This design comes from an exercise in tuning for small area, a short achievable clock period and few clock cycles per item on the open sky130 flow, not from production work.
The RTL was checked by simulation tests, not by an equivalence proof against the original design.

==> flow/design.v <==
module tf_tab #(parameter logic [63:0] T = 64'h0) (
  input  logic [3:0] x,
  output logic [3:0] y
);
  assign y = T[{~x, 2'b00} +: 4];
endmodule
module tf_qp #(
  parameter logic [63:0] T0 = 64'h0,
  parameter logic [63:0] T1 = 64'h0,
  parameter logic [63:0] T2 = 64'h0,
  parameter logic [63:0] T3 = 64'h0
) (
  input  logic [7:0] x,
  output logic [7:0] y
);
  logic [3:0] a0, b0, a1, b1, a2, b2, a3, b3, a4, b4;
  assign a0 = x[7:4];
  assign b0 = x[3:0];
  assign a1 = a0 ^ b0;
  assign b1 = a0 ^ {b0[0], b0[3:1]} ^ {a0[0], 3'b000};
  tf_tab #(.T(T0)) u0 (.x(a1), .y(a2));
  tf_tab #(.T(T1)) u1 (.x(b1), .y(b2));
  assign a3 = a2 ^ b2;
  assign b3 = a2 ^ {b2[0], b2[3:1]} ^ {a2[0], 3'b000};
  tf_tab #(.T(T2)) u2 (.x(a3), .y(a4));
  tf_tab #(.T(T3)) u3 (.x(b3), .y(b4));
  assign y = {b4, a4};
endmodule
module tf_q0 (input logic [7:0] x, output logic [7:0] y);
  tf_qp #(.T0(64'h817D6F320B59ECA4), .T1(64'hECB81235F4A6709D),
          .T2(64'hBA5E6D90C8F32471), .T3(64'hD7F4126E9B3085CA)) u (.x(x), .y(y));
endmodule
module tf_q1 (input logic [7:0] x, output logic [7:0] y);
  tf_qp #(.T0(64'h28BDF76E31940AC5), .T1(64'h1E2B4C376DA5F908),
          .T2(64'h4C75169A0ED82B3F), .T3(64'hB951C3DE647F208A)) u (.x(x), .y(y));
endmodule
module tf_mds (input logic [31:0] y, output logic [31:0] z);
  function automatic logic [7:0] lf1(input logic [7:0] x);
    lf1 = {1'b0, x[7:1]} ^ (x[0] ? 8'hB4 : 8'h00);
  endfunction
  function automatic logic [7:0] lf2(input logic [7:0] x);
    lf2 = {2'b00, x[7:2]} ^ (x[1] ? 8'hB4 : 8'h00) ^ (x[0] ? 8'h5A : 8'h00);
  endfunction
  function automatic logic [7:0] m5b(input logic [7:0] x);
    m5b = x ^ lf2(x);
  endfunction
  function automatic logic [7:0] mef(input logic [7:0] x);
    mef = x ^ lf1(x) ^ lf2(x);
  endfunction
  function automatic logic [31:0] mds(input logic [31:0] y);
    logic [7:0] y0, y1, y2, y3;
    y0 = y[7:0];
    y1 = y[15:8];
    y2 = y[23:16];
    y3 = y[31:24];
    mds = {mef(y0) ^ y1 ^ mef(y2) ^ m5b(y3),
           mef(y0) ^ m5b(y1) ^ y2 ^ mef(y3),
           m5b(y0) ^ mef(y1) ^ mef(y2) ^ y3,
           y0 ^ mef(y1) ^ m5b(y2) ^ m5b(y3)};
  endfunction
  logic [7:0] y0, y1, y2, y3;
  assign y0 = y[7:0];
  assign y1 = y[15:8];
  assign y2 = y[23:16];
  assign y3 = y[31:24];
  assign z = {mef(y0) ^ y1 ^ mef(y2) ^ m5b(y3),
              mef(y0) ^ m5b(y1) ^ y2 ^ mef(y3),
              m5b(y0) ^ mef(y1) ^ mef(y2) ^ y3,
              y0 ^ mef(y1) ^ m5b(y2) ^ m5b(y3)};
endmodule
module tf_hmid (
  input  logic [31:0] y,
  input  logic [31:0] l1,
  output logic [31:0] v
);
  logic [31:0] u;
  assign u = y ^ l1;
  tf_q0 ua0 (.x(u[7:0]),   .y(v[7:0]));
  tf_q0 ua1 (.x(u[15:8]),  .y(v[15:8]));
  tf_q1 ua2 (.x(u[23:16]), .y(v[23:16]));
  tf_q1 ua3 (.x(u[31:24]), .y(v[31:24]));
endmodule
module tf_hlast (
  input  logic [31:0] v,
  input  logic [31:0] l0,
  output logic [31:0] z
);
  logic [31:0] vv, r;
  assign vv = v ^ l0;
  tf_q1 ub0 (.x(vv[7:0]),   .y(r[7:0]));
  tf_q0 ub1 (.x(vv[15:8]),  .y(r[15:8]));
  tf_q1 ub2 (.x(vv[23:16]), .y(r[23:16]));
  tf_q0 ub3 (.x(vv[31:24]), .y(r[31:24]));
  tf_mds um (.y(r), .z(z));
endmodule
module tf_hfun (
  input  logic [31:0] x,
  input  logic [31:0] l0,
  input  logic [31:0] l1,
  output logic [31:0] z
);
  logic [31:0] y;
  tf_q0 u0 (.x(x[7:0]),   .y(y[7:0]));
  tf_q1 u1 (.x(x[15:8]),  .y(y[15:8]));
  tf_q0 u2 (.x(x[23:16]), .y(y[23:16]));
  tf_q1 u3 (.x(x[31:24]), .y(y[31:24]));
  logic [31:0] v;
  tf_hmid  um (.y(y), .l1(l1), .v(v));
  tf_hlast ul (.v(v), .l0(l0), .z(z));
endmodule
module tf_pg (
  input  logic [31:0] a,
  input  logic [31:0] b,
  output logic [31:0] p,
  output logic [31:0] g
);
  assign p = a ^ b;
  assign g = a & b;
endmodule
module tf_gcell #(parameter int N = 16) (
  input  logic [N-1:0] gh,
  input  logic [N-1:0] ph,
  input  logic [N-1:0] gl,
  output logic [N-1:0] go
);
  assign go = gh | (ph & gl);
endmodule
module tf_pcell #(parameter int N = 16) (
  input  logic [N-1:0] ph,
  input  logic [N-1:0] pl,
  output logic [N-1:0] po
);
  assign po = ph & pl;
endmodule
module tf_skl (
  input  logic [31:0] p,
  input  logic [31:0] g0,
  output logic [31:0] cy
);
  logic [31:0] g [6], pg [6];
  logic [15:0] gh [5], ph [5], gl [5], pl [5], go [5], po [5];
  assign g[0]  = g0;
  assign pg[0] = p;
  for (genvar k = 0; k < 5; k++) begin : lvl
    for (genvar j = 0; j < 16; j++) begin : sel
      localparam int I = ((j >> k) << (k + 1)) | (1 << k) | (j & ((1 << k) - 1));
      localparam int L = ((I >> k) << k) - 1;
      assign gh[k][j] = g[k][I];
      assign ph[k][j] = pg[k][I];
      assign gl[k][j] = g[k][L];
      assign pl[k][j] = pg[k][L];
    end
    tf_gcell #(.N(16)) ug (.gh(gh[k]), .ph(ph[k]), .gl(gl[k]), .go(go[k]));
    if (k < 4) begin : pc
      logic [15 - (1 << k):0] pout;
      tf_pcell #(.N(16 - (1 << k))) up (.ph(ph[k][15:(1 << k)]),
                                        .pl(pl[k][15:(1 << k)]), .po(pout));
      assign po[k] = {pout, {(1 << k){1'b0}}};
    end else begin : npc
      assign po[k] = '0;
    end
    for (genvar i = 0; i < 32; i++) begin : upd
      if (((i >> k) & 1) == 1) begin : u
        localparam int J = ((i >> (k + 1)) << k) | (i & ((1 << k) - 1));
        assign g[k + 1][i]  = go[k][J];
        assign pg[k + 1][i] = po[k][J];
      end else begin : c
        assign g[k + 1][i]  = g[k][i];
        assign pg[k + 1][i] = pg[k][i];
      end
    end
  end
  assign cy = {g[5][30:0], 1'b0};
endmodule
module tf_xor (
  input  logic [31:0] a,
  input  logic [31:0] b,
  output logic [31:0] y
);
  assign y = a ^ b;
endmodule
module tf_mux (
  input  logic        sel,
  input  logic [31:0] a,
  input  logic [31:0] b,
  output logic [31:0] y
);
  assign y = sel ? a : b;
endmodule
module tf_adds (
  input  logic [31:0] a,
  input  logic [31:0] b,
  output logic [31:0] s
);
  logic [31:0] p, pp, gg;
  always_comb begin
    p  = a ^ b;
    gg = a & b;
    pp = p;
    for (int d = 1; d < 32; d = d * 2) begin
      for (int i = 31; i >= d; i--) begin
        gg[i] = gg[i] | (pp[i] & gg[i - d]);
        pp[i] = pp[i] & pp[i - d];
      end
    end
    s = p ^ {gg[30:0], 1'b0};
  end
endmodule
module tf_add3 (
  input  logic [31:0] a,
  input  logic [31:0] b,
  input  logic [31:0] c,
  input  logic [31:0] xa,
  input  logic [31:0] xb,
  output logic [31:0] sa,
  output logic [31:0] sb
);
  logic [31:0] x, k, p, g, cy, pa, pb;
  assign x = a ^ b ^ c;
  assign k = (a & b) | (a & c) | (b & c);
  tf_pg  u0 (.a(x), .b({k[30:0], 1'b0}), .p(p), .g(g));
  tf_skl u1 (.p(p), .g0(g), .cy(cy));
  assign pa = p ^ xa;
  assign pb = p ^ xb;
  tf_xor ua (.a(pa), .b(cy), .y(sa));
  tf_xor ub (.a(pb), .b(cy), .y(sb));
endmodule
module tf_add3a (
  input  logic [31:0] a,
  input  logic [31:0] b,
  input  logic [31:0] c,
  input  logic [31:0] xa,
  output logic [31:0] sa
);
  logic [31:0] x, k, p, g, cy, pa;
  assign x = a ^ b ^ c;
  assign k = (a & b) | (a & c) | (b & c);
  tf_pg  u0 (.a(x), .b({k[30:0], 1'b0}), .p(p), .g(g));
  tf_skl u1 (.p(p), .g0(g), .cy(cy));
  assign pa = p ^ xa;
  tf_xor ua (.a(pa), .b(cy), .y(sa));
endmodule
module encrypt_out (
  input  logic         clk,
  input  logic         rst,
  input  logic         start,
  input  logic [127:0] plain_text,
  input  logic [127:0] key,
  output logic [127:0] encrypt,
  output logic         done,
  output logic         busy
);
  localparam logic [63:0] Q0_T0 = 64'h817D6F320B59ECA4;
  localparam logic [63:0] Q0_T1 = 64'hECB81235F4A6709D;
  localparam logic [63:0] Q0_T2 = 64'hBA5E6D90C8F32471;
  localparam logic [63:0] Q0_T3 = 64'hD7F4126E9B3085CA;
  localparam logic [63:0] Q1_T0 = 64'h28BDF76E31940AC5;
  localparam logic [63:0] Q1_T1 = 64'h1E2B4C376DA5F908;
  localparam logic [63:0] Q1_T2 = 64'h4C75169A0ED82B3F;
  localparam logic [63:0] Q1_T3 = 64'hB951C3DE647F208A;
  function automatic logic [3:0] nib(
    input logic [63:0] t,
    input logic [3:0]  i
  );
    nib = t[{~i, 2'b00} +: 4];
  endfunction
  function automatic logic [7:0] qperm(
    input logic       sel,
    input logic [7:0] x
  );
    logic [63:0] t0, t1, t2, t3;
    logic [3:0]  a0, b0, a1, b1, a2, b2;
    logic [3:0]  a3, b3, a4, b4;
    t0 = sel ? Q1_T0 : Q0_T0;
    t1 = sel ? Q1_T1 : Q0_T1;
    t2 = sel ? Q1_T2 : Q0_T2;
    t3 = sel ? Q1_T3 : Q0_T3;
    a0 = x[7:4];
    b0 = x[3:0];
    a1 = a0 ^ b0;
    b1 = a0 ^ {b0[0], b0[3:1]} ^ {a0[0], 3'b000};
    a2 = nib(t0, a1);
    b2 = nib(t1, b1);
    a3 = a2 ^ b2;
    b3 = a2 ^ {b2[0], b2[3:1]} ^ {a2[0], 3'b000};
    a4 = nib(t2, a3);
    b4 = nib(t3, b3);
    qperm = {b4, a4};
  endfunction
  function automatic logic [31:0] rsrem(input logic [31:0] r);
    logic [7:0] b, g2, g3;
    b  = r[31:24];
    g2 = {b[6:0], 1'b0} ^ (b[7] ? 8'h4D : 8'h00);
    g3 = {1'b0, b[7:1]} ^ (b[0] ? 8'hA6 : 8'h00) ^ g2;
    rsrem = {r[23:0], 8'h00} ^ {g3, g2, g3, b};
  endfunction
  function automatic logic [31:0] rs(
    input logic [31:0] me,
    input logic [31:0] mo
  );
    logic [31:0] r;
    r = mo;
    for (int j = 0; j < 4; j++) r = rsrem(r);
    r = r ^ me;
    for (int j = 0; j < 4; j++) r = rsrem(r);
    rs = r;
  endfunction
  function automatic logic [31:0] bsw(input logic [31:0] x);
    bsw = {x[7:0], x[15:8], x[23:16], x[31:24]};
  endfunction
  function automatic logic [31:0] rol8(input logic [31:0] x);
    rol8 = {x[23:0], x[31:24]};
  endfunction
  function automatic logic [31:0] qidx(input logic [4:0] i);
    logic [7:0] e, o;
    e = {2'b00, i, 1'b0};
    o = {2'b00, i, 1'b1};
    qidx = {qperm(1'b1, o), qperm(1'b0, o), qperm(1'b1, e), qperm(1'b0, e)};
  endfunction
  function automatic logic [4:0] kidx(input logic [4:0] s);
    if (s == 5'd0)       kidx = 5'd0;
    else if (s == 5'd17) kidx = 5'd3;
    else                 kidx = s + 5'd3;
  endfunction
  logic [4:0]  cnt;
  logic        last, wht, rnd, r15, kmq;
  logic [31:0] m0, m1, m2, m3;
  logic [31:0] s0, s1;
  logic [31:0] w0, w1, w2, w3;
  logic [4:0]  nidx;
  logic [31:0] qn, mm2, mm3, na2, nb2;
  logic [31:0] ka2, kb2;
  assign nidx = busy ? kidx(cnt + 5'd1) : 5'd0;
  assign qn   = qidx(nidx);
  assign mm2  = busy ? m2 : bsw(key[63:32]);
  assign mm3  = busy ? m3 : bsw(key[31:0]);
  tf_hmid ukma (.y({qn[15:8],  qn[7:0],   qn[15:8],  qn[7:0]}),   .l1(mm2), .v(na2));
  tf_hmid ukmb (.y({qn[31:24], qn[23:16], qn[31:24], qn[23:16]}), .l1(mm3), .v(nb2));
  logic [31:0] ka, kb, kbr, ke, ko, kos;
  tf_hlast ukla (.v(ka2), .l0(m0), .z(ka));
  tf_hlast uklb (.v(kb2), .l0(m1), .z(kb));
  assign kbr = rol8(kb);
  tf_adds uke (.a(ka), .b(kbr), .s(ke));
  tf_adds uko (.a(ka), .b({kbr[30:0], 1'b0}), .s(kos));
  assign ko  = {kos[22:0], kos[31:23]};
  logic [31:0] la0, la1, lb0, lb1, ta, tb;
  logic [31:0] f0, f1, n0, n1;
  assign la0 = kmq ? m0 : s1;
  assign la1 = kmq ? m2 : s0;
  assign lb0 = kmq ? m1 : s1;
  assign lb1 = kmq ? m3 : s0;
  tf_hfun uta (.x(w0),       .l0(la0), .l1(la1), .z(ta));
  tf_hfun utb (.x(rol8(w1)), .l0(lb0), .l1(lb1), .z(tb));
  logic [31:0] tbm, kem, kom;
  assign tbm = kmq ? rol8(tb) : tb;
  assign kem = kmq ? 32'd0 : ke;
  assign kom = kmq ? 32'd0 : ko;
  logic [31:0] x2, x3, x3r;
  tf_add3a uf0 (.a(ta), .b(tbm), .c(kem), .xa(w2), .sa(x2));
  tf_add3  uf1 (.a(ta), .b({tbm[30:0], 1'b0}), .c(kom),
                .xa({w3[30:0], w3[31]}), .xb({w3[8:0], w3[31:9]}),
                .sa(n1), .sb(x3r));
  assign n0 = {x2[0], x2[31:1]};
  assign x3 = {x3r[22:0], x3r[31:23]};
  logic [31:0] x0, x1;
  assign x0 = s0 ^ ke;
  assign x1 = s1 ^ ko;
  always_ff @(posedge clk or posedge rst) begin
    if (rst) begin
      busy <= 1'b0;
      done <= 1'b0;
      cnt  <= '0;
      wht  <= 1'b0;
      rnd  <= 1'b0;
      r15  <= 1'b0;
      last <= 1'b0;
    end else begin
      done <= last;
      wht  <= !busy && start;
      rnd  <= wht || (rnd && !r15);
      r15  <= busy && (cnt == 5'd15);
      last <= r15;
      if (!busy) begin
        busy <= start;
        cnt  <= '0;
      end else begin
        cnt <= cnt + 5'd1;
        if (last) busy <= 1'b0;
      end
    end
  end
  logic        selr, selw;
  logic [31:0] w0o, w1o, w2o, w3o, s0o, s1o;
  logic [31:0] w0d, w1d, w2d, w3d, s0d, s1d;
  assign selr = rnd && !r15;
  assign selw = wht;
  always_comb begin
    w0o = w0;
    w1o = w1;
    w2o = w2;
    w3o = w3;
    s0o = s0;
    s1o = s1;
    if (!busy) begin
      w0o = {4{8'h02}};
      w1o = {4{8'h03}};
      w2o = bsw(plain_text[63:32]);
      w3o = bsw(plain_text[31:0]);
      s0o = bsw(plain_text[127:96]);
      s1o = bsw(plain_text[95:64]);
    end else if (wht) begin
      w0o = x0;
      w1o = x1;
      s0o = rs(m0, m1);
      s1o = rs(m2, m3);
    end else if (r15) begin
      w0o = {4{8'h04}};
      w1o = {4{8'h05}};
      w2o = w0;
      w3o = w1;
    end else if (rnd) begin
      w2o = w0;
      w3o = w1;
    end
  end
  tf_mux um0 (.sel(selr), .a(n0), .b(w0o), .y(w0d));
  tf_mux um1 (.sel(selr), .a(n1), .b(w1o), .y(w1d));
  tf_mux um2 (.sel(selw), .a(x2), .b(w2o), .y(w2d));
  tf_mux um3 (.sel(selw), .a(x3), .b(w3o), .y(w3d));
  tf_mux um4 (.sel(r15),  .a(n0), .b(s0o), .y(s0d));
  tf_mux um5 (.sel(r15),  .a(n1), .b(s1o), .y(s1d));
  always_ff @(posedge clk) begin
    ka2 <= na2;
    kb2 <= nb2;
    kmq <= !busy || (cnt == 5'd16) || (cnt == 5'd17);
    if (!busy) begin
      m0 <= bsw(key[127:96]);
      m1 <= bsw(key[95:64]);
      m2 <= bsw(key[63:32]);
      m3 <= bsw(key[31:0]);
    end
    w0 <= w0d;
    w1 <= w1d;
    w2 <= w2d;
    w3 <= w3d;
    s0 <= s0d;
    s1 <= s1d;
    if (last)
      encrypt <= {bsw(x2), bsw(x3), bsw(x0), bsw(x1)};
  end
endmodule
==> flow/flow/run.sh <==
#!/bin/bash
# The standard ORFS layout (standard.sh), at the design's clock period
# and constraints, with three changes to how it is made:
#  - synthesis does not extract half/full adders into the platform's ha/fa
#    cells (ADDER_MAP_FILE empty), so ABC maps the adders with the rest;
#  - the floorplan step removes the buffers ABC inserted (REMOVE_ABC_BUFFERS)
#    and leaves buffering to the placer's repair steps;
#  - repair_timing aims for 12.5 ns of setup slack (SETUP_SLACK_MARGIN), so it
#    sizes and buffers the round's paths although they already meet 24 ns.
# make's output goes to flow.log here; each ORFS step also keeps its own log
# under orfs/logs/.
set -euo pipefail
cd "$(dirname "$0")/.."
bash standard.sh ADDER_MAP_FILE= REMOVE_ABC_BUFFERS=1 SETUP_SLACK_MARGIN=12.5 finish > flow.log 2>&1
==> flow/standard.sh <==
#!/bin/bash
# synth_recipe.tcl (not shown) runs the flow's synth.tcl, then flattens the netlist and writes it again
# the make line also repeats each setting of config.mk as NAME=value (left out here)
make -C /OpenROAD-flow-scripts/flow DESIGN_CONFIG=/design/flow/config.mk WORK_HOME=/design/flow/orfs CLKGATE_MAP_FILE= SYNTH_SCRIPT=/design/flow/synth_recipe.tcl "${@:-finish}"
==> flow/config.mk <==
export PLATFORM = sky130hd
export DESIGN_NAME = encrypt_out
export DESIGN_NICKNAME = encrypt_out
export VERILOG_FILES = /design/flow/design.v
export SDC_FILE = /design/flow/constraint.sdc
export NUM_CORES = 4
export LEC_CHECK = 0
export CAP_MARGIN = 0
export CORE_MARGIN = 2
export CORE_UTILIZATION = 55
export SLEW_MARGIN = 0
export SYNTH_HIERARCHICAL = 1
export SYNTH_MINIMUM_KEEP_SIZE = 0
==> flow/constraint.sdc <==
create_clock -name core_clock -period 24.0 [get_ports {clk}]
set_input_delay 4.8000 -clock core_clock [delete_from_list [all_inputs] [get_ports {clk}]]
set_output_delay 4.8000 -clock core_clock [all_outputs]
set_load 0.01 [all_outputs]
==> out/results.ini, run 1 <==
[global_routing]
grt_pass1_vias = 57420
grt_max_degree = 160
wire_length_of_the_first_global_routing_pass_mm = 410.0
grt_use_total_pct = 41.20
global_route.overflow_total = 0
initial_antenna_violation_count = 18

[timing]
final.setup.tns_ns = 0
hold_viol_final = 0
setup_viol = 0
clock_skew_ns = 0.02681
period_needed_ns = 11.34
min_period_over_period_pct = 47.23
slew_headroom_pct = 12.65
max_clock_freq_mhz = 88.22
slew_violations = 0
rsz0062_at_grt = yes
worst-slew-pin-transition_ns = 1.306

[drt]
number_of_routed_nets_with_antenna_violations = 0
routed_via_density = 6.187
wl_mm = 296.9
detail_route.drc_violations = 0
via_count = 62700
routedWlPerCell_um = 29.30
detail_route.first_pass.iterations = 6
drt_iter0_markers = 7360

[clock_network]
post_cts_hold_buffer_count = 0
cts_tree = yes
cts.reportedPaths.clkPinSlew_ns = 0.07
cts_root_buf = clkbuf_16
clockBufferDepth = 3
cts_inserted_buffers = 60
clock_latency_ns = 0.71
clkSinkCount = 524
htree_num_levels = 2

[run_status]
run_status = complete, no violations

[logic_synthesis]
postSynthCellCount = 8022
post_synth_instance_area_um2 = 74660
yosys_warnings = 25
avgSynthCellArea_um2 = 9.307

[floorplanning]
die_area_um2 = 138700
initial_utilization_pct = 55.25
floorplan.die.width_um = 372.4
dieHeight_um = 372.4
io_pins = 389
core.rowCount = 135
core_area_um2 = 135100

[place]
detailed_place_hpwl_mm = 241.4
dp_cells = 9956
place.gp.congestion = 1.087
portBuffers = 388

[setup_path]
cp_required_ns = 24.60
cp-start-kind = register
cp-end-kind = register
cell_type_group_with_the_largest_total_delay_on_the_critical_path = XOR/XNOR gates
cp_slowest_stage_delay_ns = 0.61
critPathBufInv = 1
critical_path_slowest_stage_cell = xor3_1
criticalPathCategory = reg2reg
crit_arrival_ns = 11.93
cp_max_fo = 8
cp_common_cell = a21o_1

[layout]
layout.filler_cells = 11310
fin_nets = 8554
final_instance_count_without_filler_cells = 10130
area.growth.synth_to_final_pct = 15.70
largest_register = encrypt
largest_reg_flops = 128
layout-drive-gt1-share_pct = 17.83

[worst_hold_path]
hp-class = reg2reg

[run]
drv_cap = 0

## through the flow
stage	setup slack, ns	utilization [%]	hold slack, ns	cell area, µm²
after detailed placement	11.43	58.80	0.5832	79450
after floorplan	10.61	-	0.5103	72550
after CTS	12.49	61.41	0.6002	82980
after global placement	11.52	58.80	0.5625	79450
final	12.66	63.92	0.6039	86380
after global routing	12.32	63.91	0.6314	86370
## layer usage
metal	track usage, %	vias up	part of all wire, %
met5	0	-	0.039
met4	21.99	16	6.7
met3	10.46	668	10
met2	62.24	3046	43
met1	54.02	30820	40
li1	-	28150	-
## worst reg2reg max path, delay by kind of cell (launching register included)
kind / cells / cell delay [ns]
and+or+nand+nor: 4 / 0.98
muxes: 3 / 0.80
xor gates and xnor gates: 14 / 5.50
AOI/OAI and AO/OA: 15 / 3.34
DFF: 1 / 0.44
buffers and inverters: 1 / 0.16
## what timing repair did
action,CTS,global route
setup endpoints to repair,216,239
gates resized for setup,187,447
buffers inserted,18,40
pin swaps,10,44
gates cloned,0,0
## worst paths after layout
path | startpoint | depth (start not counted) | end | slack, ns
hold / removal | m2[29] | 1 | m2[29] | 0.60
setup reg to reg | w1[20] | 37 | w3[2] | 12.66
hold reg to reg | m2[29] | 1 | m2[29] | 0.60
max in group asynchronous | rst | 2 | r15 | 19.08
setup / recovery | w1[20] | 37 | w3[2] | 12.66
min in group asynchronous | rst | 2 | done | 4.47
## cells in the final DEF (no fill, tap or decap), types with 35 or more instances in the layout
cell type / instances
a21o_1: 192
a21oi_1: 495
a21oi_2: 51
a221o_1: 35
a22oi_1: 89
a31oi_1: 40
and2_1: 113
and2_2: 64
and2b_1: 40
buf_4: 142
clkbuf_16: 62
clkdlybuf4s50_1: 388
dfxtp_1: 303
edfxtp_1: 192
inv_1: 85
maj3_1: 90
mux2_2: 130
mux2_4: 200
mux2i_1: 161
nand2_1: 641
nand2b_1: 121
nand2b_2: 40
nand3_1: 101
nand3b_1: 62
nor2_1: 575
nor2b_1: 171
nor3_1: 36
o211a_1: 60
o211ai_1: 92
o21ai_0: 222
o21ai_1: 47
o22a_1: 41
o22ai_1: 36
xnor2_1: 680
xnor2_2: 56
xnor3_1: 270
xor2_1: 1062
xor2_2: 303
xor2_4: 58
xor3_1: 168
## final cells by class
cell class / count / area [µm²] / area share, %
Antenna cell: 6 / 15.01 / 0.01738
Clock buffer: 75 / 1650 / 1.911
Clock inverter: 39 / 449.2 / 0.5200
Inverter: 89 / 339.1 / 0.3925
Multi-Input combinational cell: 7083 / 64100 / 74.21
Sequential cell: 524 / 12510 / 14.48
Tap cell: 1781 / 2228 / 2.580
Timing Repair Buffer: 537 / 5090 / 5.893
Testbench counts, summed over its fixed seeds: cycles 6,080, blocks 320.
==> run 2: changes to the inputs <==
--- a/flow/design.v
+++ b/flow/design.v
@@ -397,6 +397,6 @@
   always_comb begin
-    w0o = w0;
-    w1o = w1;
-    w2o = w2;
-    w3o = w3;
+    w0o = busy ? (wht ? x0 : {4{8'h04}}) : {4{8'h02}};
+    w1o = busy ? (wht ? x1 : {4{8'h05}}) : {4{8'h03}};
+    w2o = busy ? w0 : bsw(plain_text[63:32]);
+    w3o = busy ? w1 : bsw(plain_text[31:0]);
     s0o = s0;
@@ -404,6 +404,2 @@
     if (!busy) begin
-      w0o = {4{8'h02}};
-      w1o = {4{8'h03}};
-      w2o = bsw(plain_text[63:32]);
-      w3o = bsw(plain_text[31:0]);
       s0o = bsw(plain_text[127:96]);
@@ -411,14 +407,4 @@
     end else if (wht) begin
-      w0o = x0;
-      w1o = x1;
       s0o = rs(m0, m1);
       s1o = rs(m2, m3);
-    end else if (r15) begin
-      w0o = {4{8'h04}};
-      w1o = {4{8'h05}};
-      w2o = w0;
-      w3o = w1;
-    end else if (rnd) begin
-      w2o = w0;
-      w3o = w1;
     end
--- a/flow/config.mk
+++ b/flow/config.mk
@@ -9,3 +9,3 @@
 export CORE_MARGIN = 2
-export CORE_UTILIZATION = 55
+export CORE_UTILIZATION = 40
 export SLEW_MARGIN = 0
==> out/results.ini, run 2 <==
[setup_path]
critical_path_slowest_stage_cell = xor3_2
cp-start-kind = register
crit_arrival_ns = 11.93
cp_common_cell = xor3_2
regToRegSetupSlack_ns = 12.72
cp_max_fo = 16
ff2ff_path_depth = 37
r2r_end = w2[20]
cell_type_group_with_the_largest_total_delay_on_the_critical_path = XOR/XNOR gates
cp-end-kind = register
critical_path.reg2reg.startpoint = w1[12]
criticalPathCategory = reg2reg
cp_slowest_stage_delay_ns = 0.59
cp_required_ns = 24.65
critPathBufInv = 1

[global_routing]
grt_pass1_vias = 56760
grt_max_degree = 144
global_route.overflow_total = 0
wire_length_of_the_first_global_routing_pass_mm = 406.2
grt_use_total_pct = 30.27
initial_antenna_violation_count = 22

[timing]
timing.final.ws_setup_ns = 12.72
slew_headroom_pct = -1.353
final.setup.tns_ns = 0
period_needed_ns = 11.28
clock_skew_ns = 0.06337
slew_violations = 3
rsz0062_at_grt = no
setup_viol = 0
max_clock_freq_mhz = 88.64
min_period_over_period_pct = 47.01
hold_viol_final = 0
worst-slew-pin-transition_ns = 1.509

[place]
dp_worst_setup_slack_ns = 11.55
detailed_place_hpwl_mm = 243.8
place.gp.congestion = 1.082
portBuffers = 388
dpl-instance-area_um2 = 79140

[floorplanning]
core_area_um2 = 182900
dieHeight_um = 432.8
io_pins = 389
die_area_um2 = 187300
initial_utilization_pct = 40.22
floorplan.die.width_um = 432.8
core.rowCount = 157

[layout]
most-common-layout-cells = xor2_1 (1075), xnor2_1 (691), nand2_1 (649)
largest_reg_flops = 128
layout-drive-gt1-share_pct = 18.92
post_route_cell_area_um2 = 86080
largest_register = encrypt
fin_nets = 8386
area.growth.synth_to_final_pct = 17.03
mostFrequentLayoutCell = xor2_1

[clock_network]
clock_latency_ns = 0.73
cts_root_buf = clkbuf_16
htree_num_levels = 3
cts.reportedPaths.clkPinSlew_ns = 0.06
post_cts_hold_buffer_count = 0
cts_tree = yes
clkSinkCount = 524
cts_inserted_buffers = 67
clockBufferDepth = 3

[logic_synthesis]
postSynthCellCount = 7825
avgSynthCellArea_um2 = 9.400
post_synth_instance_area_um2 = 73560
yosys_warnings = 25

[worst_hold_path]
hold-path-cell-count = 2
hp-class = reg2reg
holdPathEnd = rnd
hold_start = rnd

[run_status]
layout_violations = max-capacitance violations, max-slew violations
run_status = finished with violations

[drt]
detail_route.first_pass.iterations = 7
routedWlPerCell_um = 27.77
wl_mm = 295.8
number_of_routed_nets_with_antenna_violations = 0
via_count = 60470
detail_route.drc_violations = 0
drt_iter0_markers = 6041
routed_via_density = 5.676

[run]
drv_cap = 1

run 2: metal layers:
metal / routed length [µm] / global-route usage (%)
met1: 115000 / 37.13
met3: 21590 / 4.511
met5: 91 / 0
met2: 133900 / 48.61
met4: 25240 / 21.47
run 2: area by class of cell:
type,count,area (µm²)
Timing Repair Buffer,530,4995
Multi-Input combinational cell,6915,62960
Sequential cell,524,12510
Antenna cell,6,15.01
Clock buffer,84,1780
Tap cell,2464,3083
Clock inverter,40,402.9
Inverter,89,339.1
Fill cell,17110,96800
run 2: how the worst max path moves through the flow:
stage / startpoint / cells after the start / end
after floorplan: kmq / 30 / w1[17]
after global placement: w1[4] / 36 / s1[28]
after detailed placement: w1[4] / 35 / w1[28]
after CTS: w1[4] / 36 / w0[29]
after global routing: w1[30] / 39 / s0[22]
final: w1[12] / 37 / w2[20]
run 2: per-stage QoR:
step                      cells  utilization (%)  hold slack (ns)
after floorplan            7528                -           0.5103
after global placement    10450            43.27           0.5643
after detailed placement  10450            43.27           0.5733
after CTS                 10590            45.17           0.5896
after global routing      10650            47.06           0.6050
final                     10650            47.07           0.5884
run 2: repair_timing:
action / CTS / global route
setup buffers: 17 / 52
pin swaps: 11 / 55
resized for setup: 173 / 454
endpoints found under the setup margin: 202 / 232
run 2: worst reg2reg max path: cells and delay by family, from the launching register on:
kind                   cells  cell delay (ns)
buffers and inverters      1             0.28
AND/OR/NAND/NOR            8             1.48
multiplexers               4             1.13
XOR/XNOR                  14             6.03
AO/OA/AOI/OAI             10             1.84
flip-flops                 1             0.47
Testbench counts of run 2, summed over its fixed seeds: cycles 6,080, blocks 320.
==> run 3: changes to the inputs <==
--- a/flow/config.mk
+++ b/flow/config.mk
@@ -10,2 +10,3 @@
 export CORE_UTILIZATION = 40
+export PLACE_DENSITY = 0.8
 export SLEW_MARGIN = 0
==> out/results.ini, run 3 <==
[setup_path]
cp_slowest_stage_delay_ns = 0.60
criticalPathCategory = reg2reg
cp_max_fo = 8
cp_required_ns = 24.67
r2r_end = w0[16]
regToRegSetupSlack_ns = 12.73
cp_common_cell = xor3_1
ff2ff_path_depth = 35
crit_path_start = w0[12]
critical_path_slowest_stage_cell = xor3_2
cp-end-kind = register
crit_arrival_ns = 11.94
critical_path.reg2reg.startpoint = w0[12]
cp-start-kind = register
critical_path_end = w0[16]

[drt]
drt_iter0_markers = 6404
via_count = 61470
number_of_routed_nets_with_antenna_violations = 0
routed_via_density = 5.763
routedWlPerCell_um = 29.56
wl_mm = 315.3
detail_route.drc_violations = 0
detail_route.first_pass.iterations = 9

[logic_synthesis]
yosys_warnings = 25
postSynthCellCount = 7825
avgSynthCellArea_um2 = 9.400
post_synth_instance_area_um2 = 73560

[run_status]
run_status = complete, no violations

[timing]
hold_viol_final = 0
setup_viol = 0
period_needed_ns = 11.27
rsz0062_at_grt = yes
slew_headroom_pct = 7.280
min_period_over_period_pct = 46.96
max_clock_freq_mhz = 88.73
timing.final.ws_setup_ns = 12.73
clock_skew_ns = 0.08400
slew_violations = 0
final.setup.tns_ns = 0
worst-slew-pin-transition_ns = 1.381

[global_routing]
grt_pass1_vias = 57610
initial_antenna_violation_count = 19
global_route.overflow_total = 0
grt_max_degree = 151
wire_length_of_the_first_global_routing_pass_mm = 426.8
grt_use_total_pct = 32.13

[layout]
final_instance_count_without_filler_cells = 10670
largest_register = encrypt
post_route_cell_area_um2 = 86470
largest_reg_flops = 128
area.growth.synth_to_final_pct = 17.55
most-common-layout-cells = xor2_1 (1068), xnor2_1 (698), nand2_1 (648)
fin_nets = 8401
layout-drive-gt1-share_pct = 19.33
mostFrequentLayoutCell = xor2_1

[place]
dp_worst_setup_slack_ns = 11.23
place.gp.congestion = 1.041
dpl-instance-area_um2 = 79290
dp_cells = 10470
portBuffers = 388
detailed_place_hpwl_mm = 260.5

[clock_network]
clkSinkCount = 524
post_cts_hold_buffer_count = 0
htree_num_levels = 2
cts_tree = yes
cts_inserted_buffers = 61
clockBufferDepth = 3
cts_root_buf = clkbuf_16
clock_latency_ns = 0.74
cts.reportedPaths.clkPinSlew_ns = 0.06

[floorplanning]
core_area_um2 = 182900
core.rowCount = 157
initial_utilization_pct = 40.22
dieHeight_um = 432.8
die_area_um2 = 187300
floorplan.die.width_um = 432.8
io_pins = 389

[run]
drv_cap = 0

[worst_hold_path]
hp-class = reg2reg

## run 3: stage by stage
step,util [%],hold WS [ns]
final,47.28,0.5220
after global routing,47.27,0.5716
after CTS,45.21,0.5177
after detailed placement,43.35,0.5034
after global placement,43.35,0.4983
after floorplan,-,0.5103
## run 3: repair_timing
item / 4_1_cts / 5_1_grt
cloned: 0 / 1
resized for setup: 172 / 492
pin swaps: 11 / 53
setup buffers: 15 / 55
setup endpoints to repair: 231 / 241
## run 3: per-layer routing
metal	share of wire, %	vias up	track usage, %	wire (µm)
li1	-	27410	-	-
met1	39	30380	39.67	122600
met2	44	2948	50.42	140000
met3	8.0	723	5.733	25230
met4	8.7	14	23.12	27320
met5	0.036	-	0	113
## run 3: worst min-delay path by stage
stage	from	to	slack (ns)	depth (start not counted)
floorplan	m3[9]	m3[9]	0.51	1
global placement	m3[29]	m3[29]	0.50	1
detailed placement	m3[29]	m3[29]	0.50	1
CTS	m3[29]	m3[29]	0.52	1
global route	m3[29]	m3[29]	0.57	1
finish	m3[29]	m3[29]	0.52	1
## run 3: area by class of cell
| class | instances | area, µm² |
|---|---|---|
| Antenna cell | 9 | 22.52 |
| Clock buffer | 72 | 1639 |
| Clock inverter | 43 | 584.3 |
| Fill cell | 16930 | 96420 |
| Inverter | 89 | 339.1 |
| Multi-Input combinational cell | 6916 | 63150 |
| Sequential cell | 524 | 12520 |
| Tap cell | 2464 | 3083 |
| Timing Repair Buffer | 550 | 5136 |
## run 3: critical path: cells and delay by family (launching register included)
family,cells,cell delay [ns]
DFF,1,0.50
buffers and inverters,1,0.18
and+or+nand+nor,7,1.43
AOI/OAI and AO/OA,8,2.19
muxes,4,1.12
xor gates and xnor gates,15,5.80
==> run 4: changes to the inputs <==
--- a/flow/config.mk
+++ b/flow/config.mk
@@ -7,7 +7,7 @@
 export LEC_CHECK = 0
-export CAP_MARGIN = 0
+export CAP_MARGIN = 10
 export CORE_MARGIN = 2
 export CORE_UTILIZATION = 40
-export PLACE_DENSITY = 0.8
-export SLEW_MARGIN = 0
+export PLACE_DENSITY = 0.85
+export SLEW_MARGIN = 10
 export SYNTH_HIERARCHICAL = 1
==> out/results.ini, run 4 <==
[run_status]
run_status = complete, no violations

[setup_path]
cp_slowest_stage_delay_ns = 0.63
cp-start-kind = register
cp_max_fo = 9
critPathBufInv = 1
cp_common_cell = xor2_2
regToRegSetupSlack_ns = 12.62
cp_required_ns = 24.58
criticalPathCategory = reg2reg
critical_path_slowest_stage_cell = dfxtp_1
ff2ff_path_depth = 35
cell_type_group_with_the_largest_total_delay_on_the_critical_path = XOR/XNOR gates
cp-end-kind = register
critical_path.reg2reg.startpoint = w1[14]
crit_arrival_ns = 11.96
r2r_end = w0[28]

[layout]
most-common-layout-cells = xor2_1 (1087), xnor2_1 (697), nand2_1 (649)
post_route_cell_area_um2 = 86340
largest_reg_flops = 128
layout-drive-gt1-share_pct = 18.93
layout.filler_cells = 16560
fin_nets = 8407
area.growth.synth_to_final_pct = 17.38
mostFrequentLayoutCell = xor2_1
largest_register = encrypt

[timing]
final.setup.tns_ns = 0
setup_viol = 0
slew_headroom_pct = 9.752
max_clock_freq_mhz = 87.87
clock_skew_ns = 0.08213
timing.final.ws_setup_ns = 12.62
min_period_over_period_pct = 47.42
slew_violations = 0
rsz0062_at_grt = no
hold_viol_final = 0
period_needed_ns = 11.38
finalHoldWorstSlack_ns = 0.6465
worst-slew-pin-transition_ns = 1.349

[drt]
routedWlPerCell_um = 29.02
number_of_routed_nets_with_antenna_violations = 0
detail_route.drc_violations = 0
drt_iter0_markers = 7758
wl_mm = 309.8
detail_route.first_pass.iterations = 8
routed_via_density = 5.884
via_count = 62810

[logic_synthesis]
avgSynthCellArea_um2 = 9.400
postSynthCellCount = 7825
yosys_warnings = 25
post_synth_instance_area_um2 = 73560

[clock_network]
clkSinkCount = 524
cts_tree = yes
cts.reportedPaths.clkPinSlew_ns = 0.07
clockBufferDepth = 3
post_cts_hold_buffer_count = 0
htree_num_levels = 3
cts_inserted_buffers = 68
cts_root_buf = clkbuf_16
clock_latency_ns = 0.75

[floorplanning]
core_area_um2 = 182900
dieHeight_um = 432.8
die_area_um2 = 187300
floorplan.die.width_um = 432.8
core.rowCount = 157
io_pins = 389
initial_utilization_pct = 40.22

[place]
dp_worst_setup_slack_ns = 11.33
portBuffers = 388
place.gp.congestion = 1.076
detailed_place_hpwl_mm = 252.3
dpl-instance-area_um2 = 79250

[global_routing]
global_route.overflow_total = 0
initial_antenna_violation_count = 17
grt_use_total_pct = 31.50
grt_pass1_vias = 59270
grt_max_degree = 82
wire_length_of_the_first_global_routing_pass_mm = 422.6

[worst_hold_path]
hold-path-cell-count = 1
hold_start = m2[18]
hp-class = reg2reg
holdPathEnd = m2[18]

[run]
drv_cap = 0

==> run 4: stage by stage <==
step	std cells	utilization (%)
6_report	10670	47.21
3_3_place_gp	10470	43.33
2_1_floorplan	7528	-
5_1_grt	10670	47.20
3_5_place_dp	10470	43.33
4_1_cts	10610	45.41
==> run 4: worst max-delay path by stage <==
stage / from / end / slack (ns) / cells past startpoint
2_1_floorplan: kmq / w1[17] / 10.61 / 30
3_3_place_gp: w1[24] / w0[25] / 11.68 / 36
3_5_place_dp: w1[20] / w1[19] / 11.33 / 37
4_1_cts: w0[4] / w0[24] / 12.50 / 35
5_1_grt: w0[17] / s0[16] / 12.33 / 36
6_report: w1[14] / w0[28] / 12.62 / 35
==> run 4: repair_timing <==
| action | CTS | global route |
|---|---|---|
| resized for setup | 193 | 416 |
| endpoints found under the setup margin | 228 | 228 |
| gates cloned | 0 | 1 |
| pin swaps | 9 | 52 |
| buffers inserted | 14 | 57 |
==> run 4: layout make-up <==
class	instances	area [µm²]	area share, %
Multi-Input combinational cell	6916	62830	72.76
Sequential cell	524	12510	14.49
Timing Repair Buffer	549	5112	5.921
Tap cell	2464	3083	3.571
Clock buffer	93	2004	2.321
Clock inverter	32	451.7	0.5231
Inverter	89	339.1	0.3927
Antenna cell	7	17.52	0.02029
==> run 4: per-layer routing <==
layer	up-vias	global-route usage, %	wire (µm)
li1	27440	-	-
met1	30720	36.83	111200
met2	3597	48.16	133500
met3	1039	6.852	30690
met4	12	28.83	34230
met5	-	0	77
==> run 5: changes to the inputs <==
--- a/flow/flow/run.sh
+++ b/flow/flow/run.sh
@@ -7,3 +7,3 @@
 #    and leaves buffering to the placer's repair steps;
-#  - repair_timing aims for 12.5 ns of setup slack (SETUP_SLACK_MARGIN), so it
+#  - repair_timing aims for 12.75 ns of setup slack (SETUP_SLACK_MARGIN), so it
 #    sizes and buffers the round's paths although they already meet 24 ns.
@@ -13,2 +13,2 @@
 cd "$(dirname "$0")/.."
-bash standard.sh ADDER_MAP_FILE= REMOVE_ABC_BUFFERS=1 SETUP_SLACK_MARGIN=12.5 finish > flow.log 2>&1
+bash standard.sh ADDER_MAP_FILE= REMOVE_ABC_BUFFERS=1 SETUP_SLACK_MARGIN=12.75 finish > flow.log 2>&1
--- a/flow/config.mk
+++ b/flow/config.mk
@@ -7,7 +7,7 @@
 export LEC_CHECK = 0
-export CAP_MARGIN = 10
+export CAP_MARGIN = 5
 export CORE_MARGIN = 2
 export CORE_UTILIZATION = 40
-export PLACE_DENSITY = 0.85
-export SLEW_MARGIN = 10
+export PLACE_DENSITY = 0.8
+export SLEW_MARGIN = 5
 export SYNTH_HIERARCHICAL = 1
==> out/results.ini, run 5 <==
[layout]
area.growth.synth_to_final_pct = 19.79
register_area_um2 = 12540
most-common-layout-cells = xor2_1 (1020), xnor2_1 (684), nand2_1 (646)
layout-drive-gt1-share_pct = 21.41
mostFrequentLayoutCell = xor2_1
multi_input_area_um2 = 64230
largest_register = encrypt
layout.filler_cells = 16810
fin_nets = 8471
largest_reg_flops = 128

[global_routing]
global_route.overflow_total = 0
grt_use_total_pct = 32.31
grt_pass1_vias = 58010
wire_length_of_the_first_global_routing_pass_mm = 429.4
initial_antenna_violation_count = 15
grt_max_degree = 151

[timing]
worst-slew-pin-transition_ns = 1.325
clock_skew_ns = 0.08218
setup_viol = 0
hold_viol_final = 0
max_clock_freq_mhz = 90.33
timing.final.ws_setup_ns = 12.93
period_needed_ns = 11.07
slew_violations = 0
final.setup.tns_ns = 0
slew_headroom_pct = 11.06
min_period_over_period_pct = 46.13
finalHoldWorstSlack_ns = 0.5194
rsz0062_at_grt = yes

[clock_network]
cts_inserted_buffers = 61
clkSinkCount = 524
cts.reportedPaths.clkPinSlew_ns = 0.07
cts_tree = yes
htree_num_levels = 2
cts_root_buf = clkbuf_16
clockBufferDepth = 3
clock_latency_ns = 0.74

[floorplanning]
floorplan.die.width_um = 432.8
core_area_um2 = 182900
core.rowCount = 157
io_pins = 389
die_area_um2 = 187300
initial_utilization_pct = 40.22
dieHeight_um = 432.8

[setup_path]
crit_path_start = w0[7]
cp-end-kind = register
critical_path.reg2reg.startpoint = w0[7]
cp_common_cell = xor3_2
regToRegSetupSlack_ns = 12.93
cp_max_fo = 8
cp-start-kind = register
crit_arrival_ns = 11.70
ff2ff_path_depth = 36
critical_path_end = w1[27]
critical_path_slowest_stage_cell = o211ai_1
cp_slowest_stage_delay_ns = 0.85
criticalPathCategory = reg2reg
r2r_end = w1[27]
cp_required_ns = 24.63

[drt]
drt_iter0_markers = 6541
via_count = 61990
top_signal_layer_used = met5
detail_route.first_pass.iterations = 8
routed_via_density = 5.773
met2RoutedLength_mm = 141.1
wl_met1_mm = 122.8
number_of_routed_nets_with_antenna_violations = 0
wl_mm = 317.0
routedWlPerCell_um = 29.52
wl_met3_mm = 24.96
detail_route.drc_violations = 0

[run]
drv_cap = 0

[logic_synthesis]
yosys_warnings = 25
avgSynthCellArea_um2 = 9.400
post_synth_instance_area_um2 = 73560
postSynthCellCount = 7825

[place]
portBuffers = 388
place.gp.congestion = 1.041
detailed_place_hpwl_mm = 260.5
dp_worst_setup_slack_ns = 11.23

[run_status]
run_status = complete, no violations

[worst_hold_path]
hp-class = reg2reg

[run 5: cell types whose count changed in the layout (fill, tap and decap cells not counted), moves of 18 or more]
cell,previous run,this run
buf_4,158,226
xor2_1,1087,1020
xor2_2,294,325
xor2_4,48,84
xor3_1,165,147
xor3_2,32,50
[run 5: layout make-up]
class | count | area share (%)
antenna | 10 | 0.02840
clock inverter | 43 | 0.6631
inverter | 89 | 0.3848
timing repair buffer | 620 | 6.444
clock buffer | 72 | 1.860
multi-input combinational | 6916 | 72.89
tap | 2464 | 3.499
sequential | 524 | 14.23
[run 5: through the flow]
step                utilization [%]  area [µm²]  instances
floorplan                         -       71560       7528
global placement              43.35       79290      10470
detailed placement            43.35       79290      10470
CTS                           45.89       83920      10620
global route                  48.17       88100      10730
finish                        48.18       88120      10740
[run 5: what timing repair did]
item                       CTS  global route
cloned                       1             0
hold buffers                 0             0
buffers inserted            30           110
setup endpoints to repair  242           241
gates resized for setup    341           494
pin swaps                   17           101
[run 5: layer usage]
layer  up-vias  GRT usage, %
met1     30750         40.10
met4        10         23.34
met2      2946         50.74
met3       749         5.347
li1      27540             -
met5         -             0
[run 5: worst min-delay path by stage]
stage | start | to | slack, ns | cells after the start
after detailed placement | m3[29] | m3[29] | 0.50 | 1
final | m3[29] | m3[29] | 0.52 | 1
after CTS | m3[29] | m3[29] | 0.52 | 1
after global routing | m3[29] | m3[29] | 0.57 | 1
after global placement | m3[29] | m3[29] | 0.50 | 1
after floorplan | m3[9] | m3[9] | 0.51 | 1
[run 5: critical path: cells and delay by family (launching register included)]
kind	cells	cell delay, ns
AOI/OAI and AO/OA	11	2.89
xor gates and xnor gates	15	5.90
buffers and inverters	1	0.21
DFF	1	0.42
muxes	2	0.43
and+or+nand+nor	7	1.05
==> run 6: changes to the inputs <==
--- a/flow/config.mk
+++ b/flow/config.mk
@@ -10,2 +10,3 @@
 export CORE_UTILIZATION = 40
+export CTS_BUF_LIST = sky130_fd_sc_hd__clkbuf_4 sky130_fd_sc_hd__clkbuf_8
 export PLACE_DENSITY = 0.8
==> out/results.ini, run 6 <==
[run_status]
run_status = complete, no violations

[drt]
routedWlPerCell_um = 29.46
number_of_routed_nets_with_antenna_violations = 0
routed_via_density = 5.743
via_count = 62000
detail_route.drc_violations = 0
wl_mm = 318.1
detail_route.first_pass.iterations = 6
drt_iter0_markers = 6357

[floorplanning]
floorplan.die.width_um = 432.8
io_pins = 389
core.rowCount = 157
initial_utilization_pct = 40.22
core_area_um2 = 182900
dieHeight_um = 432.8
die_area_um2 = 187300

[timing]
hold_viol_final = 0
worst-slew-pin-transition_ns = 1.393
final.setup.tns_ns = 0
slew_violations = 0
rsz0062_at_grt = no
timing.final.ws_setup_ns = 12.88
clock_skew_ns = 0.07299
min_period_over_period_pct = 46.34
max_clock_freq_mhz = 89.92
setup_viol = 0
slew_headroom_pct = 6.454
period_needed_ns = 11.12

[setup_path]
critical_path.reg2reg.startpoint = w0[4]
cp_max_fo = 8
cp-start-kind = register
crit_arrival_ns = 11.87
critical_path_slowest_stage_cell = o211ai_1
cell_type_group_with_the_largest_total_delay_on_the_critical_path = XOR/XNOR gates
regToRegSetupSlack_ns = 12.88
criticalPathCategory = reg2reg
cp_slowest_stage_delay_ns = 0.85
r2r_end = w1[27]
cp_required_ns = 24.75
cp-end-kind = register
critPathBufInv = 2
ff2ff_path_depth = 36

[global_routing]
grt_use_total_pct = 32.31
initial_antenna_violation_count = 13
wire_length_of_the_first_global_routing_pass_mm = 428.7
global_route.overflow_total = 0
grt_pass1_vias = 58160
grt_max_degree = 151

[clock_network]
cts.reportedPaths.clkPinSlew_ns = 0.06
cts_root_buf = clkbuf_8
post_cts_hold_buffer_count = 0
clkSinkCount = 524
cts_tree = yes
cts_inserted_buffers = 97
clock_latency_ns = 0.89
clockBufferDepth = 3
htree_num_levels = 3

[layout]
most-common-layout-cells = xor2_1 (1015), xnor2_1 (688), nand2_1 (647)
largest_reg_flops = 128
mostFrequentLayoutCell = xor2_1
layout-drive-gt1-share_pct = 22.13
final_instance_count_without_filler_cells = 10800
largest_register = encrypt
area.growth.synth_to_final_pct = 20.06
fin_nets = 8498
post_route_cell_area_um2 = 88310

[place]
dpl-instance-area_um2 = 79290
detailed_place_hpwl_mm = 260.5
portBuffers = 388
dp_worst_setup_slack_ns = 11.23
place.gp.congestion = 1.041
dp_cells = 10470

[logic_synthesis]
postSynthCellCount = 7825
avgSynthCellArea_um2 = 9.400
yosys_warnings = 25
post_synth_instance_area_um2 = 73560

[worst_hold_path]
holdPathEnd = m3[29]
hold-path-cell-count = 1
hp-class = reg2reg
hold_start = m3[29]

[run]
drv_cap = 0

[run 6: cell types whose count changed in the layout (fill, tap and decap cells not counted), moves of 7 or more]
cell       delta
xor2_4       +17
clkbuf_16    -61
clkbuf_4     +30
xor3_1        -7
buf_4         -9
xor2_2       -12
xor3_2        +7
clkbuf_8    +112
[run 6: how the worst max path moves through the flow]
stage | endpoint | from | slack (ns) | cells after the start
after global routing | w1[27] | w1[20] | 12.58 | 38
after global placement | w1[28] | w1[12] | 11.26 | 37
after floorplan | w1[17] | kmq | 10.61 | 30
final | w1[27] | w0[4] | 12.88 | 36
after detailed placement | w2[24] | w1[12] | 11.23 | 35
after CTS | w2[21] | w0[20] | 12.76 | 37
[run 6: final cells by class]
| cell class | instances | area, µm² |
|---|---|---|
| fill | 16760 | 94570 |
| multi-input combinational | 6916 | 64450 |
| sequential | 524 | 12530 |
| timing repair buffer | 611 | 5623 |
| tap | 2464 | 3083 |
| clock buffer | 147 | 1836 |
| clock inverter | 37 | 430.4 |
| inverter | 89 | 339.1 |
| antenna | 8 | 20.02 |
[run 6: what timing repair did]
action,in CTS,in global routing
cloned,0,2
gates resized for setup,321,539
buffers inserted,27,103
setup endpoints to repair,242,244
pin swaps,22,108
[run 6: routing by layer]
metal  share of wire [%]  GRT usage, %
met5               0.029             0
met3                 8.0         5.858
met4                 8.6         23.95
met1                  39         39.75
met2                  45         50.51
[run 6: per-stage QoR]
step | util, % | hold WS [ns]
floorplan | - | 0.5103
global placement | 43.35 | 0.4983
detailed placement | 43.35 | 0.5034
CTS | 45.84 | 0.5173
global route | 48.28 | 0.5716
finish | 48.29 | 0.5213
==> run 7: changes to the inputs <==
--- a/flow/config.mk
+++ b/flow/config.mk
@@ -9,4 +9,3 @@
 export CORE_MARGIN = 2
-export CORE_UTILIZATION = 40
-export CTS_BUF_LIST = sky130_fd_sc_hd__clkbuf_4 sky130_fd_sc_hd__clkbuf_8
+export CORE_UTILIZATION = 55
 export PLACE_DENSITY = 0.8
==> out/results.ini, run 7 <==
[setup_path]
cp_required_ns = 24.58
critical_path_slowest_stage_cell = xor3_1
cp_max_fo = 8
cp_slowest_stage_delay_ns = 0.58
r2r_end = w0[27]
cp-start-kind = register
criticalPathCategory = reg2reg
critical_path.reg2reg.startpoint = w1[23]
ff2ff_path_depth = 38
critPathBufInv = 2
crit_arrival_ns = 11.82
cell_type_group_with_the_largest_total_delay_on_the_critical_path = XOR/XNOR gates
cp-end-kind = register
regToRegSetupSlack_ns = 12.77

[drt]
number_of_routed_nets_with_antenna_violations = 0
wl_mm = 300.5
drt_iter0_markers = 8211
via_count = 62660
routed_via_density = 6.251
detail_route.first_pass.iterations = 8
routedWlPerCell_um = 29.98
detail_route.drc_violations = 0

[timing]
min_period_over_period_pct = 46.80
slew_violations = 0
clock_skew_ns = 0.06211
finalHoldWorstSlack_ns = 0.6180
setup_viol = 0
period_needed_ns = 11.23
final.setup.tns_ns = 0
hold_viol_final = 0
rsz0062_at_grt = no
slew_headroom_pct = 15.60
max_clock_freq_mhz = 89.02
worst-slew-pin-transition_ns = 1.257

[worst_hold_path]
hp-class = reg2reg
hold_start = m3[2]
holdPathEnd = m3[2]
hold-path-cell-count = 1

[layout]
mostFrequentLayoutCell = xor2_1
largest_reg_flops = 128
post_route_cell_area_um2 = 87170
largest_register = encrypt
most-common-layout-cells = xor2_1 (998), xnor2_1 (691), nand2_1 (646)
area.growth.synth_to_final_pct = 18.51
fin_nets = 8461
layout-drive-gt1-share_pct = 21.65

[floorplanning]
floorplan.die.width_um = 369.7
die_area_um2 = 136700
core.rowCount = 134
dieHeight_um = 369.7
io_pins = 389
core_area_um2 = 133100
initial_utilization_pct = 55.26

[place]
place.gp.congestion = 1.052
detailed_place_hpwl_mm = 241.1
portBuffers = 388
dpl-instance-area_um2 = 78370

[global_routing]
grt_use_total_pct = 41.72
initial_antenna_violation_count = 19
grt_pass1_vias = 57640
global_route.overflow_total = 0
wire_length_of_the_first_global_routing_pass_mm = 409.5
grt_max_degree = 104

[clock_network]
htree_num_levels = 2
clkSinkCount = 524
cts_inserted_buffers = 60
cts.reportedPaths.clkPinSlew_ns = 0.06
post_cts_hold_buffer_count = 0
cts_root_buf = clkbuf_16
clockBufferDepth = 3
clock_latency_ns = 0.74
cts_tree = yes

[run]
drv_cap = 0

[logic_synthesis]
yosys_warnings = 25
avgSynthCellArea_um2 = 9.400
postSynthCellCount = 7825
post_synth_instance_area_um2 = 73560

[run_status]
run_status = complete, no violations

[run 7: final cells by class]
class                   instances  area (µm²)
diodes                          3       7.507
clock buffers                  70        1590
clock inverters                43       498.0
fillers                     10590       45950
inverters                      89       339.1
multi-input cells            6915       64350
flip-flops and latches        524       12540
well taps                    1768        2212
repair buffers                612        5640
[run 7: repair_timing]
item	CTS	global route
setup endpoints to repair	240	232
pin swaps	30	99
gates resized for setup	325	527
setup buffers	39	100
[run 7: layer usage]
layer | up-vias | part of all wire [%] | global-route usage, %
met5 | - | 0.018 | 0
met4 | 8 | 7.5 | 25.08
met3 | 780 | 11 | 9.205
met2 | 3521 | 42 | 61.69
met1 | 30900 | 39 | 55.70
li1 | 27460 | - | -
[run 7: worst max-delay path by stage]
stage          cells past startpoint  endpoint  startpoint  slack, ns
3_3_place_gp                      36    s0[26]      w1[12]      11.42
3_5_place_dp                      36    w2[24]      w1[21]      11.10
5_1_grt                           39    w2[20]       w1[7]      12.55
4_1_cts                           36    w1[29]       w1[4]      12.75
6_report                          38    w0[27]      w1[23]      12.77
2_1_floorplan                     30    w1[17]         kmq      10.61
[run 7: worst register-to-register path: cells and delay by family (launching register included)]
family                   cells  cell delay (ns)
flip-flops                   1             0.45
AND/OR/NAND/NOR              9             1.89
buffers and inverters        2             0.33
adder cells (fa/ha/maj)      1             0.54
AO/OA/AOI/OAI                8             1.63
multiplexers                 5             1.55
XOR/XNOR                    13             4.70
[run 7: metrics by stage]
step                      utilization, %  worst slack [ns]  std cells
after floorplan                        -             10.61       7528
after global placement             58.87             11.42       9769
after detailed placement           58.87             11.10       9769
after CTS                          62.23             12.75       9921
after global routing               65.48             12.55      10020
final                              65.48             12.77      10020
==> run 8: changes to the inputs <==
--- a/flow/flow/run.sh
+++ b/flow/flow/run.sh
@@ -7,3 +7,3 @@
 #    and leaves buffering to the placer's repair steps;
-#  - repair_timing aims for 12.75 ns of setup slack (SETUP_SLACK_MARGIN), so it
+#  - repair_timing aims for 13 ns of setup slack (SETUP_SLACK_MARGIN), so it
 #    sizes and buffers the round's paths although they already meet 24 ns.
@@ -13,2 +13,2 @@
 cd "$(dirname "$0")/.."
-bash standard.sh ADDER_MAP_FILE= REMOVE_ABC_BUFFERS=1 SETUP_SLACK_MARGIN=12.75 finish > flow.log 2>&1
+bash standard.sh ADDER_MAP_FILE= REMOVE_ABC_BUFFERS=1 SETUP_SLACK_MARGIN=13 finish > flow.log 2>&1
--- a/flow/config.mk
+++ b/flow/config.mk
@@ -9,3 +9,3 @@
 export CORE_MARGIN = 2
-export CORE_UTILIZATION = 55
+export CORE_UTILIZATION = 40
 export PLACE_DENSITY = 0.8
==> out/results.ini, run 8 <==
[place]
dpl-instance-area_um2 = 79290
portBuffers = 388
detailed_place_hpwl_mm = 260.5
dp_worst_setup_slack_ns = 11.23
place.gp.congestion = 1.041

[global_routing]
grt_max_degree = 151
global_route.overflow_total = 0
initial_antenna_violation_count = 14
grt_pass1_vias = 58340
wire_length_of_the_first_global_routing_pass_mm = 431.5
grt_use_total_pct = 32.47

[layout]
layout-drive-gt1-share_pct = 23.97
mostFrequentLayoutCell = xor2_1
largest_reg_flops = 128
post_route_cell_area_um2 = 90360
largest_register = encrypt
most-common-layout-cells = xor2_1 (963), xnor2_1 (666), nand2_1 (644)
area.growth.synth_to_final_pct = 22.84
fin_nets = 8563

[timing]
max_clock_freq_mhz = 90.97
setup_viol = 0
hold_viol_final = 0
slew_violations = 0
timing.final.ws_setup_ns = 13.01
period_needed_ns = 10.99
final.setup.tns_ns = 0
worst-slew-pin-transition_ns = 1.322
slew_headroom_pct = 11.60
min_period_over_period_pct = 45.80
clock_skew_ns = 0.08813
rsz0062_at_grt = yes

[floorplanning]
core.rowCount = 157
die_area_um2 = 187300
io_pins = 389
dieHeight_um = 432.8
floorplan.die.width_um = 432.8
core_area_um2 = 182900
initial_utilization_pct = 40.22

[drt]
wl_mm = 319.6
detail_route.drc_violations = 0
number_of_routed_nets_with_antenna_violations = 0
routedWlPerCell_um = 29.52
via_count = 62500
routed_via_density = 5.774
detail_route.first_pass.iterations = 6
drt_iter0_markers = 6603

[setup_path]
cp_max_fo = 150
crit_arrival_ns = 11.68
cp_required_ns = 24.69
cp-start-kind = register
cp_common_cell = xor2_1
crit_path_start = kmq
cp-end-kind = register
critical_path.reg2reg.startpoint = kmq
criticalPathCategory = reg2reg
cp_slowest_stage_delay_ns = 0.61
ff2ff_path_depth = 31
critical_path_slowest_stage_cell = dfxtp_4

[clock_network]
cts_root_buf = clkbuf_16
clockBufferDepth = 3
clock_latency_ns = 0.75
cts.reportedPaths.clkPinSlew_ns = 0.07
cts_inserted_buffers = 61
post_cts_hold_buffer_count = 0
cts_tree = yes
clkSinkCount = 524
htree_num_levels = 2

[run]
drv_cap = 0

[logic_synthesis]
yosys_warnings = 25
postSynthCellCount = 7825
post_synth_instance_area_um2 = 73560
avgSynthCellArea_um2 = 9.400

[run_status]
run_status = complete, no violations

[worst_hold_path]
hold-path-cell-count = 1
hold_start = m3[29]
hp-class = reg2reg

run 8: worst paths after layout:
path	to	slack, ns
max	w1[16]	13.01
min	m3[29]	0.52
max reg2reg	w1[16]	13.01
min reg2reg	m3[29]	0.52
max in group asynchronous	busy	19.06
min in group asynchronous	cnt[3]	4.47
run 8: layer usage:
layer | track usage [%] | vias to the layer above | part of all wire (%)
li1 | - | 27660 | -
met5 | 0 | - | 0.036
met4 | 24.62 | 16 | 9.0
met1 | 40.21 | 31010 | 39
met3 | 5.533 | 783 | 8.0
met2 | 50.48 | 3034 | 44
run 8: area by class of cell:
class,count,area (µm²)
inverter,89,339.1
clock inverter,43,584.3
tap,2464,3083
clock buffer,72,1639
multi-input combinational,6918,65710
timing repair buffer,710,6436
fill,16520,92530
antenna,5,12.51
sequential,524,12560
run 8: metrics by stage:
| step | util, % | std cells | hold slack, ns |
|---|---|---|---|
| 5_1_grt | 49.40 | 10820 | 0.5716 |
| 3_5_place_dp | 43.35 | 10470 | 0.5034 |
| 4_1_cts | 46.50 | 10640 | 0.5177 |
| 2_1_floorplan | - | 7528 | 0.5103 |
| 3_3_place_gp | 43.35 | 10470 | 0.4983 |
| 6_report | 49.41 | 10830 | 0.5232 |
run 8: critical path, delay by kind of cell, from the launching register on:
kind,cells,cell delay (ns)
XOR/XNOR,13,5.02
flip-flops,1,0.61
multiplexers,1,0.21
AO/OA/AOI/OAI,7,1.77
AND/OR/NAND/NOR,7,1.99
buffers and inverters,3,1.10
run 8: repair_timing:
item,in CTS,in global routing
gates cloned,1,2
gates resized for setup,495,563
setup endpoints to repair,252,244
endpoints found under the hold margin,0,0
buffers inserted,51,179
pin swaps,54,170

-- port drivers added, routing unchanged --
The results above use ideal ports. As a check the final layouts listed here were re-extracted and re-timed, cells and wires unchanged. Step 1 (the two cells are an assumption about what drives the block):
set clk [get_ports {clk}]
set_driving_cell -lib_cell sky130_fd_sc_hd__clkbuf_16 $clk
set_driving_cell -lib_cell sky130_fd_sc_hd__buf_2 [delete_from_list [all_inputs] $clk]
Step 2 adds t to the input delays and takes it off the output delays; t is the mean of the earliest and latest rising clock arrival at the registers after step 1. Input paths then give back, and output paths get back, about the clock's delay inside the block. Three values: ideal, step 1, step 2; two values: the first two.
| run | t (ns) | setup WS [ns] | worst register clock-pin slew, ns |
|---|---|---|---|
| run 1 | 0.794 | 12.664 / 12.664 / 12.664 | 0.07 / 0.07 |
| run 2 | 0.783 | 12.719 / 12.719 / 12.719 | 0.07 / 0.07 |
| run 3 | 0.781 | 12.730 / 12.730 / 12.730 | 0.08 / 0.08 |
| run 4 | 0.793 | 12.619 / 12.619 / 12.619 | 0.09 / 0.09 |
| run 5 | 0.783 | 12.929 / 12.929 / 12.929 | 0.08 / 0.08 |
| run 6 | 0.930 | 12.879 / 12.879 / 12.879 | 0.09 / 0.09 |
| run 7 | 0.800 | 12.767 / 12.767 / 12.767 | 0.08 / 0.08 |
| run 8 | 0.784 | 13.007 / 13.007 / 13.007 | 0.08 / 0.08 |
